This design comes from an exercise in tuning for small area, a short achievable clock period and few clock cycles on the open sky130 flow, not from production work.
In this exercise RTL edits were held to simulation tests only and were not proved equivalent to the original.

==> design/flow/design.v <==
`default_nettype none
package ellipse_pkg;
  localparam int COORD_BITS = 12;               
  localparam int RAD_BITS   = COORD_BITS - 1;   
  typedef logic signed [COORD_BITS-1:0] coord_t;
  typedef logic [RAD_BITS-1:0] rad_t;
  typedef logic [2*RAD_BITS-1:0] sq_t;
  typedef logic [3*RAD_BITS-1:0] prod_t;
  typedef logic signed [3*RAD_BITS+1:0] err_t;
  typedef enum logic [2:0] {
    idle,    
    point,   
    setup,   
    arc,     
    flat,    
    done     
  } ctrl_state_t;
endpackage
`default_nettype wire
`default_nettype none
module ellipse_generator (
  input  logic        clk,
  input  logic        reset,
  input  logic        enable,
  input  logic        run,
  input  logic        ena_pause,
  input  logic [1:0]  quadrant,
  input  logic [11:0] xc,
  input  logic [11:0] yc,
  input  logic [11:0] xr,
  input  logic [11:0] yr,
  output logic        busy,
  output logic        pixel_data_rdy,
  output logic        ellipse_complete,
  output logic [11:0] x_coord,
  output logic [11:0] y_coord
);
  localparam logic [2:0] ST_IDLE  = 3'd0;
  localparam logic [2:0] ST_POINT = 3'd1;
  localparam logic [2:0] ST_PASS  = 3'd2;
  localparam logic [2:0] ST_I1    = 3'd3;
  localparam logic [2:0] ST_I2    = 3'd4;
  localparam logic [2:0] ST_ARC   = 3'd5;
  localparam logic [2:0] ST_FLAT  = 3'd6;
  localparam logic [2:0] ST_DONE  = 3'd7;
  logic [2:0]         state;
  logic               half;       
  logic signed [11:0] rm, rn;     
  logic [11:0]        cxr, cyr;   
  logic [1:0]         quad;
  logic [3:0]         cnt;        
  logic signed [11:0] lx, ly;     
  logic signed [34:0] P;          
  logic signed [34:0] A;          
  logic signed [34:0] B;          
  logic signed [22:0] R;          
  logic signed [23:0] S;          
  logic signed [24:0] G;          
  logic valid, step;
  assign valid = (state == ST_POINT) || (state == ST_ARC) || (state == ST_FLAT);
  assign step  = enable && !(ena_pause && valid);
  assign pixel_data_rdy   = valid && !ena_pause;
  assign ellipse_complete = (state == ST_DONE);
  assign busy             = run || !((state == ST_IDLE) || (state == ST_DONE));
  logic [11:0] u, v;
  assign u = half ? ly : lx;
  assign v = half ? lx : ly;
  assign x_coord = quad[0] ? cxr - u : cxr + u;
  assign y_coord = quad[1] ? cyr - v : cyr + v;
  function automatic logic [1:0] half_kind(input logic signed [11:0] m, input logic signed [11:0] n);
    if (m >= 12'sd2) half_kind = 2'd2;
    else if ((n < 12'sd2) && (m >= 12'sd0)) half_kind = 2'd1;
    else half_kind = 2'd0;
  endfunction
  function automatic logic [3:0] top_bit(input logic [10:0] x);
    top_bit = 4'd0;
    for (int i = 0; i < 11; i++) if (x[i]) top_bit = i[3:0];
  endfunction
  logic [1:0]  k_acc, k_acc2, k_sw;
  logic        acc_swap;           
  logic        start_now;          
  logic [1:0]  start_kind;
  logic [11:0] start_n;            
  logic [3:0]  start_cnt;
  logic [12:0] start_3n;
  assign k_acc    = half_kind(xr, yr);
  assign k_acc2   = half_kind(yr, xr);
  assign k_sw     = half_kind(rn, rm);
  assign acc_swap = !(xr == 12'd0 && yr == 12'd0) && (k_acc == 2'd0);
  logic               dx;          
  logic               en_next;     
  logic signed [11:0] ly_step, lx_step;
  logic               flat_next;
  logic               half_end;    
  assign dx        = !P[34];
  logic signed [35:0] cmp_b, cmp_g, cmp_r, dif_g, dif_r;
  assign cmp_b = 36'(B);
  assign cmp_g = 36'(G);
  assign cmp_r = 36'(R);
  bk_add #(36) cmp_add_g (.a(cmp_b), .b(~cmp_g), .ci(1'b1), .s(dif_g));
  bk_add #(36) cmp_add_r (.a(cmp_b), .b(~cmp_r), .ci(1'b1), .s(dif_r));
  assign en_next   = dx ? !dif_g[35] : !dif_r[35];
  assign ly_step   = dx ? ly : ly - 12'sd1;
  assign lx_step   = lx + 12'sd1;
  logic flat_x, flat_d, lx_ok;
  assign lx_ok     = (lx_step <= rm);
  assign flat_x    = (ly < 12'sd2) && lx_ok;
  assign flat_d    = (ly < 12'sd3) && (ly != -12'sd2048) && lx_ok;
  assign flat_next = dx ? flat_x : flat_d;
  assign half_end  = (state == ST_ARC)  ? (!en_next && !flat_next) :
                     (state == ST_FLAT) ? (lx == rm) : 1'b0;
  assign start_n   = (state == ST_IDLE || state == ST_DONE) ? (acc_swap ? xr : yr) : rm;
  assign start_cnt = (state == ST_IDLE || state == ST_DONE) ? top_bit(xr[10:0] | yr[10:0])
                                                            : top_bit(rm[10:0] | rn[10:0]);
  assign start_3n  = {2'b00, start_n[10:0]} + {1'b0, start_n[10:0], 1'b0};
  always_ff @(posedge clk or posedge reset) begin
    if (reset) begin
      state <= ST_IDLE;
      half  <= 1'b0;
    end else if (step) begin
      case (state)
        ST_IDLE, ST_DONE: begin
          if (run) begin
            half <= acc_swap;
            if (xr == 12'd0 && yr == 12'd0) state <= ST_POINT;
            else if (k_acc == 2'd2) state <= ST_PASS;
            else if (k_acc == 2'd1) state <= ST_FLAT;
            else state <= (k_acc2 == 2'd2) ? ST_PASS : (k_acc2 == 2'd1) ? ST_FLAT : ST_DONE;
          end else begin
            state <= ST_IDLE;
          end
        end
        ST_POINT: state <= ST_DONE;
        ST_PASS:  if (cnt == 4'd0) state <= ST_I1;
        ST_I1:    state <= ST_I2;
        ST_I2:    state <= ST_ARC;
        ST_ARC, ST_FLAT: begin
          if (half_end) begin
            if (!half) begin
              half  <= 1'b1;
              state <= (k_sw == 2'd2) ? ST_PASS : (k_sw == 2'd1) ? ST_FLAT : ST_DONE;
            end else begin
              state <= ST_DONE;
            end
          end else if (state == ST_ARC && !en_next) begin
            state <= ST_FLAT;
          end
        end
        default: state <= ST_IDLE;
      endcase
    end
  end
  logic alpha, beta;
  assign alpha = rm[cnt];
  assign beta  = rn[cnt];
  logic signed [34:0] nz, nzi;     
  assign nz  = 35'(rn[10:0]);
  assign nzi = ~nz;
  logic signed [34:0] p1, p2, a1, a2, b1, b2, sumP, sumA, sumB;
  logic               pc, ac;
  logic signed [24:0] r1, r2, sumR;
  logic               rc;
  always_comb begin
    p1 = P; p2 = dx ? A : B; pc = 1'b0;
    a1 = A; a2 = 35'(R) <<< 1; ac = 1'b0;
    b1 = B; b2 = dx ? (35'(R) <<< 1) : (35'(S) <<< 1);
    r1 = {R, 2'b00}; r2 = '0; rc = 1'b0;
    case (state)
      ST_PASS: begin
        p1 = P <<< 1;
        p2 = alpha ? 35'(G) : nzi;
        pc = !alpha;
        a1 = A <<< 2;
        a2 = alpha ? ~{22'd0, lx[10:0], 2'b01} : 35'sd0;
        ac = alpha;
        b1 = B <<< 2;
        b2 = alpha ? P : 35'sd0;
        r1 = 25'({R, 2'b00});
        r2 = beta ? ~{12'd0, ly[10:0], 2'b01} : 25'sd0;
        rc = beta;
      end
      ST_I1: begin
        p1 = B;
        p2 = 35'(R);
        b1 = B <<< 1;
        b2 = 35'(R);
        r1 = A[24:0];
        r2 = 25'(R);
      end
      ST_I2: begin
        p1 = P;
        p2 = A >>> 2;
        pc = rm[0];
        a1 = 35'(R);
        a2 = 35'(R) <<< 1;
        b1 = B;
        b2 = 35'(S) <<< 1;
        r1 = A[24:0];
        r2 = 25'(S);
      end
      default: ;
    endcase
  end
  bk_add #(35) add_p (.a(p1), .b(p2), .ci(pc), .s(sumP));
  bk_add #(35) add_a (.a(a1), .b(a2), .ci(ac), .s(sumA));
  bk_add #(35) add_b (.a(b1), .b(b2), .ci(1'b0), .s(sumB));
  bk_add #(25) add_r (.a(r1), .b(r2), .ci(rc), .s(sumR));
  always_ff @(posedge clk) begin
    if (step) begin
      case (state)
        ST_IDLE, ST_DONE: begin
          if (run) begin
            cxr  <= xc;
            cyr  <= yc;
            quad <= quadrant;
            lx   <= '0;
            ly   <= '0;
            A    <= '0;
            B    <= '0;
            R    <= '0;
            P    <= 35'(start_n[10:0]);
            G    <= 25'(start_3n);
            cnt  <= start_cnt;
            if (acc_swap) begin
              rm <= yr; rn <= xr;
            end else begin
              rm <= xr; rn <= yr;
            end
          end
        end
        ST_PASS: begin
          P   <= sumP;
          A   <= sumA;
          B   <= sumB;
          R   <= sumR[22:0];
          lx  <= {lx[10:0], alpha};
          ly  <= {ly[10:0], beta};
          cnt <= cnt - 4'd1;
        end
        ST_I1: begin
          P <= sumP;
          B <= sumB;
          S <= sumR[23:0];
        end
        ST_I2: begin
          P  <= sumP;
          A  <= sumA;
          B  <= sumB;
          G  <= sumR;
          lx <= '0;
          ly <= rn;
        end
        ST_ARC: begin
          lx <= lx_step;
          P  <= sumP;
          A  <= sumA;
          B  <= sumB;
          if (!dx) ly <= ly - 12'sd1;
          if (!en_next) begin
            if (flat_next) ly <= '0;
          end
        end
        ST_FLAT: begin
          lx <= lx_step;
        end
        default: ;
      endcase
      if (half_end && !half) begin
        rm  <= rn;
        rn  <= rm;
        lx  <= '0;
        ly  <= '0;
        A   <= '0;
        B   <= '0;
        R   <= '0;
        P   <= 35'(start_n[10:0]);
        G   <= 25'(start_3n);
        cnt <= start_cnt;
      end
    end
  end
endmodule
`default_nettype wire
module bk_add #(parameter int N = 35) (
  input  logic [N-1:0] a,
  input  logic [N-1:0] b,
  input  logic         ci,
  output logic [N-1:0] s
);
  logic [N-1:0] p0, p, gg;
  always_comb begin
    p0 = a ^ b;
    p  = p0;
    gg = a & b;
    gg[0] = gg[0] | (p0[0] & ci);
    for (int i = 0; i < 6; i++) begin
      for (int j = 0; j < N; j++) begin
        if ((j % (2 ** (i + 1)) == 2 ** (i + 1) - 1) && (2 ** i < N)) begin
          gg[j] = gg[j] | (p[j] & gg[j - 2 ** i]);
          p[j]  = p[j] & p[j - 2 ** i];
        end
      end
    end
    for (int i = 5; i > 0; i--) begin
      for (int j = 0; j < N; j++) begin
        if ((j % (2 ** i) == 2 ** (i - 1) - 1) && (j >= 2 ** i) && (2 ** i < N)) begin
          gg[j] = gg[j] | (p[j] & gg[j - 2 ** (i - 1)]);
          p[j]  = p[j] & p[j - 2 ** (i - 1)];
        end
      end
    end
    s = p0 ^ {gg[N-2:0], ci};
  end
endmodule
==> design/flow/run.sh <==
#!/bin/bash
# synth_recipe.tcl (not shown) runs the flow's synth.tcl, then flattens the netlist and writes it again
# the make line also repeats each setting of config.mk as NAME=value (left out here)
make -C /OpenROAD-flow-scripts/flow DESIGN_CONFIG=/design/flow/config.mk WORK_HOME=/design/flow/orfs CLKGATE_MAP_FILE= SYNTH_SCRIPT=/design/flow/synth_recipe.tcl finish
==> design/flow/config.mk <==
export PLATFORM = sky130hd
export DESIGN_NAME = ellipse_generator
export DESIGN_NICKNAME = ellipse_generator
export VERILOG_FILES = /design/flow/design.v
export SDC_FILE = /design/flow/constraint.sdc
export NUM_CORES = 4
export LEC_CHECK = 0
export ABC_CLOCK_PERIOD_IN_PS = 4000
export CAP_MARGIN = 20
export CORE_MARGIN = 2
export CORE_UTILIZATION = 55
export SETUP_SLACK_MARGIN = 4.0
export SLEW_MARGIN = 20
==> design/flow/constraint.sdc <==
create_clock -name core_clock -period 8.5 [get_ports {clk}]
set_input_delay 1.7000 -clock core_clock [delete_from_list [all_inputs] [get_ports {clk}]]
set_output_delay 1.7000 -clock core_clock [all_outputs]
set_load 0.01 [all_outputs]
==> impl_metrics.yaml, run 1 <==
grt:
  use_met3: 0.0818
  antenna_found_initial: 0
  track_usage: 0.380
  grt.busiest_layer: "met2"
  grt_pass1_wl_um: 140000
  use_met2: 0.587
  grt_pass1_vias: 23800
  grt_max_degree: 80
  use_met1: 0.521
  grt_overflow_total: 0
sta:
  period_minus_slack_ns: 5.42
  setup_violations: 0
  setup_slack_ns: 3.08
  relSlewSlack: 0.339
  drv_slew: 0
  hold_viol: 0
  tightestPinTransition_ns: 0.992
  fmax_mhz: 185
  whs_ns: 0.766
  rsz0062_at_grt: "yes"
  finalSetupTns_ns: 0
  skew_ns: 0.0212
  period_share: 0.637
floorplan:
  die_x_um: 220
  start_util: 0.555
  num_io_pins: 82
  die_area_mm2: 0.0484
  dieHeight_um: 220
  core-area_mm2: 0.0463
  num_rows: 79
finish:
  drive_above_1_share: 0.231
  seqCellArea_mm2: 0.00777
  mostFrequentLayoutCell: "nand2_1"
  fin_nets: 3475
  final_core_util: 0.694
  num-fill-cells: 3621
  layout_common_cells: "nand2_1 (286), edfxtp_1 (255), nor2_1 (245)"
  area_growth_pct: 25.1
  multi_input_area_mm2: 0.0183
  antennaDiodeCount: 0
  fin_cells: 3739
  fin_area_mm2: 0.0321
worst_setup_path:
  crit_arrival_ns: 3.72
  cp-start-kind: "register"
  crit_type: "reg2out"
  worstPathCellList: "buf_12 -> mux2i_4 -> ha_4 -> o21ai_4 -> ha_4 -> nor2b_4 -> o21ai_2 -> a21boi_2 -> o21ai_2 -> a21boi_2 -> o21ai_2 -> a21boi_2 -> o21ai_2 -> nor2b_4 -> xnor2_2 -> buf_2"
  end_kind: "primary output"
  cp_slowest_stage_delay_ns: 0.53
  required_ns: 6.80
  cp_slowest_cell: "dfrtp_4"
  path_common_cell: "o21ai_2"
  cp_max_fo: 6
synth:
  yosysWarningCount: 4
  synthFlopType: "edfxtp_1"
  synth.distinct_cells: 94
  synth-seq-cells: 259
  synth_edf_count: 255
  syn_inst: 2863
  synth_area_mm2: 0.0257
  yosysSeqAreaShare: 0.302
  syn_avg_cell_area_um2: 8.96
  synth_nets: 3226
  synthArstFlopShare: 0.0154
place:
  gp_congestion: 0.955
  io_buffers: 81
  placed_area_mm2: 0.0272
  dpl_worst_slack_ns: 1.90
  hpwl_um: 59900
  placed_cells: 3421
clock_tree:
  cts_root_buf: "clkbuf_16"
  clk_latency_ns: 0.56
  path_clk_slew_ns: 0.05
  cts_buffers: 34
  cts_tree: "done"
  ctsHoldBuffers: 0
  clk_path_buf_depth: 3
  cts.sinks: 259
  h-tree-depth: 2
drt:
  detail_route.vias_per_cell: 6.51
  wl_per_cell_um: 25.0
  ant_nets: 0
  drtIter0Drc: 2479
  vias: 24300
  wirelength_um: 93600
  drt-pass1-iter-count: 9
  remaining_drc_errors: 0
status:
  status: "complete, no violations"
flow_run:
  cap_violations: 0
min_path:
  hp-class: "reg2reg"
## Yosys cell counts (15+ instances only)
cell         n  share of area
buf_2       15         0.0029
nor2_1     271          0.040
edfxtp_1   255           0.30
inv_1      202          0.030
clkbuf_1   120          0.018
and2_1      42          0.010
nand2b_1    25         0.0061
nor4_1      18         0.0044
a22oi_1     62          0.018
xnor2_1     86          0.029
nand4_1     20         0.0049
a211oi_1    21         0.0061
o21ai_0    222          0.043
ha_1       240           0.12
mux2i_1    190          0.074
fa_1        68          0.053
a221o_1     23         0.0090
a2111oi_0   15         0.0051
o31ai_1     22         0.0064
o21a_1      20         0.0059
buf_1       17         0.0025
and3_1      21         0.0051
xor2_1      56          0.019
a21oi_1    201          0.039
nand2_1    292          0.043
nand3_1     29         0.0057
nor3_1      44         0.0086
nor2b_1     20         0.0049
a21o_1      55          0.016
## critical path, delay by kind of cell (launching register included)
family / cells / cell delay, ns
compound gates: 8 / 1.15
xor+xnor: 1 / 0.10
fa+ha+maj: 2 / 0.48
buf+inv: 2 / 0.29
flops: 1 / 0.53
mux: 1 / 0.29
simple gates: 2 / 0.30
## layout make-up
class	instances	share of cell area
Inverter	204	0.0243
Multi-Input combinational cell	2245	0.570
Clock buffer	43	0.0295
Timing Repair Buffer	368	0.108
Tap cell	607	0.0237
Sequential cell	259	0.242
Clock inverter	13	0.00175
## routing by layer
| metal | routed length [um] | vias to the layer above |
|---|---|---|
| met2 | 42100 | 1353 |
| li1 | - | 10900 |
| met5 | 0 | - |
| met3 | 9690 | 238 |
| met1 | 38200 | 11900 |
| met4 | 3670 | 0 |
## worst paths after layout
check                      start         end  slack (ns)  cells after the start
max                         half  x_coord[9]        3.08                     16
min                        rn[0]       rm[0]        0.77                      2
max reg2reg                rm[7]       B[31]        3.14                     21
min reg2reg                rn[0]       rm[0]        0.77                      2
max in group asynchronous  reset    state[0]        7.00                      2
min in group asynchronous  reset    state[2]        1.32                      2
## state kept, by name, summed over array words and instances, names as in the netlist
| signal | flops |
|---|---|
| A | 35 |
| cxr | 12 |
| lx | 12 |
| cyr | 12 |
| ly | 12 |
| rm | 12 |
| rn | 12 |
| G | 25 |
| B | 35 |
| R | 23 |
| half | 1 |
| state | 3 |
| S | 24 |
| P | 35 |
| quad | 2 |
| cnt | 4 |
## cells by family (layout without fill, tap and decap cells)
family                   Yosys count  after routing  synth area share
AND/OR/NAND/NOR                  815            822             0.143
AO/OA/AOI/OAI                    768            770             0.196
buffers and inverters            368            628            0.0572
adder cells (fa/ha/maj)          308            308             0.170
flip-flops                       259            259             0.302
multiplexers                     203            203            0.0825
XOR/XNOR                         142            142            0.0485
## timing repair
action,in CTS,in global routing
setup buffers,187,61
pin swaps,158,149
gates resized for setup,395,225
endpoints found under the setup margin,418,307
cloned,14,0
Testbench counts, summed over its fixed seeds: cycles 113,847.
==> run 2, diff against run 1 <==
--- a/design/flow/design.v
+++ b/design/flow/design.v
@@ -51,6 +51,7 @@
   logic [3:0]         cnt;        
   logic signed [11:0] lx, ly;     
   logic signed [34:0] P;          
+  logic               alpha_r, beta_r;
   logic signed [34:0] A;          
   logic signed [34:0] B;          
   logic signed [22:0] R;          
@@ -65,8 +66,11 @@
   logic [11:0] u, v;
   assign u = half ? ly : lx;
   assign v = half ? lx : ly;
-  assign x_coord = quad[0] ? cxr - u : cxr + u;
-  assign y_coord = quad[1] ? cyr - v : cyr + v;
+  logic [11:0] ux, vx;
+  assign ux = u ^ {12{quad[0]}};
+  assign vx = v ^ {12{quad[1]}};
+  bk_add #(12) add_x (.a(cxr), .b(ux), .ci(quad[0]), .s(x_coord));
+  bk_add #(12) add_y (.a(cyr), .b(vx), .ci(quad[1]), .s(y_coord));
   function automatic logic [1:0] half_kind(input logic signed [11:0] m, input logic signed [11:0] n);
     if (m >= 12'sd2) half_kind = 2'd2;
     else if ((n < 12'sd2) && (m >= 12'sd0)) half_kind = 2'd1;
@@ -103,7 +107,7 @@
   assign ly_step   = dx ? ly : ly - 12'sd1;
   assign lx_step   = lx + 12'sd1;
   logic flat_x, flat_d, lx_ok;
-  assign lx_ok     = (lx_step <= rm);
+  assign lx_ok     = (lx < rm);
   assign flat_x    = (ly < 12'sd2) && lx_ok;
   assign flat_d    = (ly < 12'sd3) && (ly != -12'sd2048) && lx_ok;
   assign flat_next = dx ? flat_x : flat_d;
@@ -150,9 +154,34 @@
       endcase
     end
   end
-  logic alpha, beta;
-  assign alpha = rm[cnt];
-  assign beta  = rn[cnt];
+  always_ff @(posedge clk) begin
+    if (step) begin
+      alpha_r <= (bit_i < 4'd12) && bit_m[bit_i];
+      beta_r  <= (bit_i < 4'd12) && bit_n[bit_i];
+    end
+  end
+  logic alpha, beta;              
+  assign alpha = alpha_r;
+  assign beta  = beta_r;
+  logic [3:0] cnt_next;
+  logic [11:0] bit_m, bit_n;      
+  logic [3:0]  bit_i;
+  assign cnt_next = cnt - 4'd1;
+  always_comb begin
+    if (state == ST_IDLE || state == ST_DONE) begin
+      bit_m = acc_swap ? yr : xr;
+      bit_n = acc_swap ? xr : yr;
+      bit_i = start_cnt;
+    end else if (state == ST_PASS) begin
+      bit_m = rm;
+      bit_n = rn;
+      bit_i = cnt_next;
+    end else begin
+      bit_m = rn;
+      bit_n = rm;
+      bit_i = start_cnt;
+    end
+  end
   logic signed [34:0] nz, nzi;     
   assign nz  = 35'(rn[10:0]);
   assign nzi = ~nz;
--- a/design/flow/config.mk
+++ b/design/flow/config.mk
@@ -9,5 +9,5 @@
 export CAP_MARGIN = 20
 export CORE_MARGIN = 2
 export CORE_UTILIZATION = 55
-export SETUP_SLACK_MARGIN = 4.0
+export SETUP_SLACK_MARGIN = 3.6
 export SLEW_MARGIN = 20
==> run 2 against run 1 <==
  * Non-clock buffer count is 124 lower
  * Hold slack worse by 0.039 ns
  * Wire length is 0.42% higher
  * Still clean
  * Critical endpoint is now y_coord[11]
  * Area after synthesis is 0.19% higher
  * Global-route usage is 0.30 points higher
==> impl_metrics.yaml, run 2 <==
status:
  status: "complete, no violations"
finish:
  num-fill-cells: 3894
  mostFrequentLayoutCell: "nor2_1"
  fin_cells: 3642
  multi_input_area_mm2: 0.0172
  layout_common_cells: "nor2_1 (292), nand2_1 (259), edfxtp_1 (257)"
  fin_area_mm2: 0.0302
  seqCellArea_mm2: 0.00783
  area_growth_pct: 17.6
  top_regs: "A: 35 flops, B: 35 flops, P: 35 flops"
  fin_nets: 3372
  drive_above_1_share: 0.135
clock_tree:
  cts_buffers: 36
  cts_tree: "done"
  clk_path_buf_depth: 3
  clk_latency_ns: 0.57
  h-tree-depth: 2
  path_clk_slew_ns: 0.06
  cts.sinks: 261
  cts_root_buf: "clkbuf_16"
sta:
  setup_slack_ns: 2.78
  relSlewSlack: 0.359
  period_share: 0.673
  period_minus_slack_ns: 5.72
  hold_viol: 0
  fmax_mhz: 175
  finalSetupTns_ns: 0
  setup_violations: 0
  drv_slew: 0
  tightestPinTransition_ns: 0.952
  skew_ns: 0.0336
  rsz0062_at_grt: "yes"
synth:
  synth-simple-area-share: 0.150
  synth_top_area_cell: "edfxtp_1"
  synth_xor_area_frac: 0.0440
  syn_avg_cell_area_um2: 8.89
  synth.distinct_cells: 85
  synth_edf_count: 257
  synth-seq-cells: 261
  syn_inst: 2892
  yosysWarningCount: 5
  synthAdderAreaFrac: 0.174
  synth_compound_area_frac: 0.200
  synth_commonest_cells: "nor2_1 (304), nand2_1 (264), edfxtp_1 (257)"
  yosysMostFrequentCell: "nor2_1"
  synthArstFlopShare: 0.0153
  netlist.area_leader.share: 0.300
  synth_area_mm2: 0.0257
  synth_mux_area_frac: 0.0714
  synthFlopType: "edfxtp_1"
  synth_top_family_by_area: "compound AO/OA/AOI/OAI gates"
  yosysSeqAreaShare: 0.304
  synth_nets: 3257
  yosys-top-cells-area: "edfxtp_1 (30%), ha_1 (11%), mux2i_1 (6.3%)"
grt:
  track_usage: 0.383
  grt_pass1_wl_um: 140000
  grt_max_degree: 71
  antenna_found_initial: 2
  grt_overflow_total: 0
  grt_pass1_vias: 22900
floorplan:
  core-area_mm2: 0.0464
  num_rows: 79
  die_area_mm2: 0.0485
  num_io_pins: 82
  die_x_um: 220
  start_util: 0.554
  dieHeight_um: 220
worst_setup_path:
  required_ns: 6.80
  end_kind: "primary output"
  rrSetupSlack_ns: 3.61
  reg2reg_depth: 12
  r2r_end: "P[9]"
  cp-start-kind: "register"
  crit_type: "reg2out"
  critPathLaunch: "ly[0]"
  crit-reg2reg-launch: "R[22]"
  crit_arrival_ns: 4.02
  cp_max_fo: 3
drt:
  drt-pass1-iter-count: 8
  wirelength_um: 94000
  detail_route.vias_per_cell: 6.62
  remaining_drc_errors: 0
  drtIter0Drc: 2951
  wl_per_cell_um: 25.8
  ant_nets: 0
  vias: 24100
flow_run:
  cap_violations: 0
min_path:
  hp-start: "rm[11]"
  hold_end: "rn[11]"
  hp-class: "reg2reg"
  holdPathStages: 2
place:
  dpl_worst_slack_ns: 2.02
  placed_cells: 3457
  gp_congestion: 0.953
  io_buffers: 81
  hpwl_um: 63800
  placed_area_mm2: 0.0272
[run 2: cell count changes after synthesis, sizes merged, moves of 22 or more]
| cell | before | now |
|---|---|---|
| a21oi | 205 | 247 |
| mux2i | 190 | 162 |
| nor2 | 272 | 304 |
| o21ai | 228 | 158 |
| nand3 | 29 | 51 |
| a22oi | 62 | 28 |
| and2 | 43 | 19 |
| nand2 | 292 | 265 |
| and3 | 21 | 57 |
[run 2: worst max-delay path: stages (launching register included)]
cell and delay, ns:
edfxtp_1 0.51, buf_6 0.18, mux2i_4 0.18, mux2i_2 0.11, fa_2 0.40, nor2b_1 0.11
o21ai_1 0.09, a21boi_1 0.16, o21a_1 0.16, nor2_2 0.05, o21bai_1 0.15, a21oi_2 0.08
o21bai_1 0.16, a21oi_2 0.08, fa_1 0.40, xor2_1 0.18, xnor2_1 0.17, xnor2_1 0.13
buf_2 0.17
[run 2: repair_timing]
item / in CTS / in global routing
setup endpoints to repair: 284 / 130
pin swaps: 56 / 55
gates resized for setup: 214 / 111
setup buffers: 67 / 36
hold buffers: 0 / 0
cloned: 13 / 3
[run 2: how the worst max path moves through the flow]
stage / endpoint / slack [ns] / cells after the start
after global placement: P[32] / 2.07 / 13
after detailed placement: G[11] / 2.02 / 19
final: y_coord[11] / 2.78 / 18
after global routing: y_coord[11] / 2.61 / 19
after floorplan: x_coord[11] / 3.46 / 18
after CTS: x_coord[11] / 2.80 / 18
[run 2: cells by family after synthesis]
| logic type | Yosys count |
|---|---|
| and+or+nand+nor | 846 |
| DFF | 261 |
| muxes | 181 |
| buffers and inverters | 379 |
| adders and majority gates | 310 |
| xor gates and xnor gates | 129 |
| AOI/OAI and AO/OA | 786 |
[run 2: routing by layer]
metal | global-route usage | up-vias | part of all wire
li1 | - | 10800 | -
met1 | 0.542 | 11600 | 0.42
met2 | 0.571 | 1499 | 0.43
met3 | 0.0885 | 238 | 0.12
met4 | 0.144 | 0 | 0.038
met5 | 0 | - | 0
[run 2: cell type report]
type                    instances  share of cell area
multi-input cells            2256               0.569
well taps                     607              0.0251
clock buffers                  47              0.0322
inverters                     208              0.0260
diodes                          2            0.000166
repair buffers                244              0.0837
flip-flops and latches        261               0.259
clock inverters                17             0.00439
[run 2: metrics by stage]
step | utilization | hold slack [ns]
2_1_floorplan | - | 0.629
3_3_place_gp | 0.586 | 0.691
3_5_place_dp | 0.586 | 0.706
4_1_cts | 0.638 | 0.719
5_1_grt | 0.652 | 0.781
6_report | 0.652 | 0.728
Testbench counts of run 2, summed over its fixed seeds: cycles 113,847.
==> run 3, diff against run 2 <==
--- a/design/flow/config.mk
+++ b/design/flow/config.mk
@@ -9,5 +9,5 @@
 export CAP_MARGIN = 20
 export CORE_MARGIN = 2
 export CORE_UTILIZATION = 55
-export SETUP_SLACK_MARGIN = 3.6
+export SETUP_SLACK_MARGIN = 4.0
 export SLEW_MARGIN = 20
==> run 3 against run 2 <==
  * Area after synthesis stayed put
  * Utilization rose by 5.1 points
  * Non-clock buffer count grew 117
==> impl_metrics.yaml, run 3 <==
worst_setup_path:
  path_buf_inv: 2
  required_ns: 6.80
  cp-start-kind: "register"
  cp_top_family: "compound AO/OA/AOI/OAI gates"
  cp_slowest_cell: "dfrtp_2"
  cp_slowest_stage_delay_ns: 0.42
  crit_arrival_ns: 3.98
  cp_max_fo: 8
  worstPathCellList: "buf_12 -> mux2i_4 -> mux2i_2 -> fa_2 -> nor2b_2 -> o21ai_2 -> a21boi_1 -> o21a_1 -> nor2_2 -> o21bai_1 -> a21oi_2 -> o21bai_1 -> a21oi_2 -> fa_2 -> xor2_2 -> xnor2_1 -> xnor2_1 -> buf_2"
  crit_type: "reg2out"
  end_kind: "primary output"
place:
  io_buffers: 81
  hpwl_um: 62900
  gp_congestion: 0.926
drt:
  drt-pass1-iter-count: 8
  detail_route.vias_per_cell: 6.71
  vias: 25200
  drtIter0Drc: 3367
  wirelength_um: 102000
  ant_nets: 0
  remaining_drc_errors: 0
  wl_per_cell_um: 27.0
sta:
  tightestPinTransition_ns: 0.944
  fmax_mhz: 176
  hold_viol: 0
  skew_ns: 0.0361
  whs_ns: 0.738
  relSlewSlack: 0.370
  period_share: 0.669
  setup_violations: 0
  rsz0062_at_grt: "yes"
  drv_slew: 0
  period_minus_slack_ns: 5.68
  finalSetupTns_ns: 0
clock_tree:
  cts_root_buf: "clkbuf_16"
  cts_tree: "done"
  clk_latency_ns: 0.58
  h-tree-depth: 2
  cts.sinks: 261
  clk_path_buf_depth: 3
  path_clk_slew_ns: 0.06
  cts_buffers: 37
finish:
  layout_common_cells: "nor2_1 (283), edfxtp_1 (257), nand2_1 (251)"
  top_regs: "A: 35 flops, B: 35 flops, P: 35 flops"
  drive_above_1_share: 0.224
  mostFrequentLayoutCell: "nor2_1"
  area_growth_pct: 26.8
  fin_nets: 3491
synth:
  synth_edf_count: 257
  syn_inst: 2892
  synth_top_area_cell: "edfxtp_1"
  synth_commonest_cells: "nor2_1 (304), nand2_1 (264), edfxtp_1 (257)"
  synthFlopType: "edfxtp_1"
  syn_avg_cell_area_um2: 8.89
  synth-seq-cells: 261
  yosysSeqAreaShare: 0.304
  synth.distinct_cells: 85
  netlist.area_leader.share: 0.300
  yosysMostFrequentCell: "nor2_1"
  synthArstFlopShare: 0.0153
  synth_nets: 3257
  yosys-top-cells-area: "edfxtp_1 (30%), ha_1 (11%), mux2i_1 (6.3%)"
  synth_area_mm2: 0.0257
  yosysWarningCount: 5
min_path:
  hp-class: "reg2reg"
grt:
  antenna_found_initial: 3
  grt_max_degree: 71
  grt_pass1_wl_um: 146000
  grt_pass1_vias: 23700
  track_usage: 0.400
  grt_overflow_total: 0
floorplan:
  start_util: 0.554
  die_area_mm2: 0.0485
  die_x_um: 220
  dieHeight_um: 220
  num_rows: 79
  core-area_mm2: 0.0464
  num_io_pins: 82
flow_run:
  cap_violations: 0
status:
  status: "complete, no violations"
run 3: cell counts after synthesis:
Identical to the previous run, type by type.
run 3: metrics by stage:
stage / std cells / utilization / worst slack [ns] / cell area (um^2)
6_report: 3761 / 0.703 / 2.82 / 32600
5_1_grt: 3761 / 0.703 / 2.66 / 32600
4_1_cts: 3680 / 0.667 / 2.80 / 30900
3_5_place_dp: 3458 / 0.589 / 2.26 / 27300
3_3_place_gp: 3458 / 0.589 / 2.37 / 27300
2_1_floorplan: 2892 / - / 3.48 / 26100
run 3: metal layers:
layer / wire [um] / global-route usage / part of all wire / vias to the layer above
li1: - / - / - / 11000
met1: 41100 / 0.563 / 0.40 / 12300
met2: 43100 / 0.597 / 0.42 / 1608
met3: 12400 / 0.0948 / 0.12 / 355
met4: 5030 / 0.152 / 0.049 / 0
met5: 0 / 0 / 0 / -
run 3: path summary, 6_finish.rpt:
check | start | endpoint | slack (ns) | cells after the start
max | half | x_coord[11] | 2.82 | 18
min | half | half | 0.74 | 2
max reg2reg | state[2] | A[32] | 3.73 | 21
min reg2reg | half | half | 0.74 | 2
max in group asynchronous | reset | state[0] | 6.87 | 2
min in group asynchronous | reset | state[2] | 1.38 | 2
run 3: final cells by class:
class	instances	area, um^2
clock buffers	45	998
clock inverters	20	144
diodes	2	5.00
repair buffers	361	3860
multi-input cells	2257	18200
flip-flops and latches	261	7830
fillers	3533	13800
well taps	607	759
inverters	208	798
run 3: tightest hold or removal path, cell delays in order, from the launching register on:
cell	delay [ns]
dfrtp_2	0.38
buf_4	0.18
o22a_1	0.14
run 3: kinds of logic (layout without fill, tap and decap cells):
family,Yosys count,after routing,synth area share
other,0,2,0
XOR/XNOR,129,129,0.0440
adder cells (fa/ha/maj),310,310,0.174
buffers and inverters,379,634,0.0574
AO/OA/AOI/OAI,786,787,0.200
AND/OR/NAND/NOR,846,850,0.150
flip-flops,261,261,0.304
multiplexers,181,181,0.0714
run 3: repair_timing:
| action | in CTS | in global routing |
|---|---|---|
| setup endpoints to repair | 395 | 213 |
| cloned | 17 | 5 |
| setup buffers | 140 | 74 |
| hold endpoints to repair | 0 | 0 |
| hold buffers | 0 | 0 |
| pin swaps | 108 | 169 |
| resized for setup | 404 | 241 |

==> afterwards: timing with drivers on the ports <==
How much do the figures lean on ideal ports? The routed layouts below were timed once more, with nothing changed but the port constraints. Step 1: set_driving_cell puts a clkbuf_16 on clk and a buf_2 on each other input, an assumption about the parent block. Step 2 moves the port delays by t, midway between the first and last clock arrival at a register: inputs arrive t later, outputs are due t later. That takes back most of the time a late clock gives input paths. Slacks: ideal / step 1 / step 2; pairs: ideal / step 1.
run | shift t [ns] | slack for setup (ns) | worst hold slack (ns) | cell pins on the clock port's net
run 1 | 0.613 | 3.082 / 3.022 / 3.071 | 0.766 / 0.766 / 0.766 | 1
run 2 | 0.618 | 2.783 / 2.722 / 3.157 | 0.728 / 0.728 / 0.728 | 1
run 3 | 0.628 | 2.816 / 2.752 / 3.351 | 0.738 / 0.738 / 0.738 | 1
After both steps every run listed still meets setup and hold. The setup slack of run 1, which loses most, moves by -0.060 ns with the drivers and by -0.011 ns with both steps.
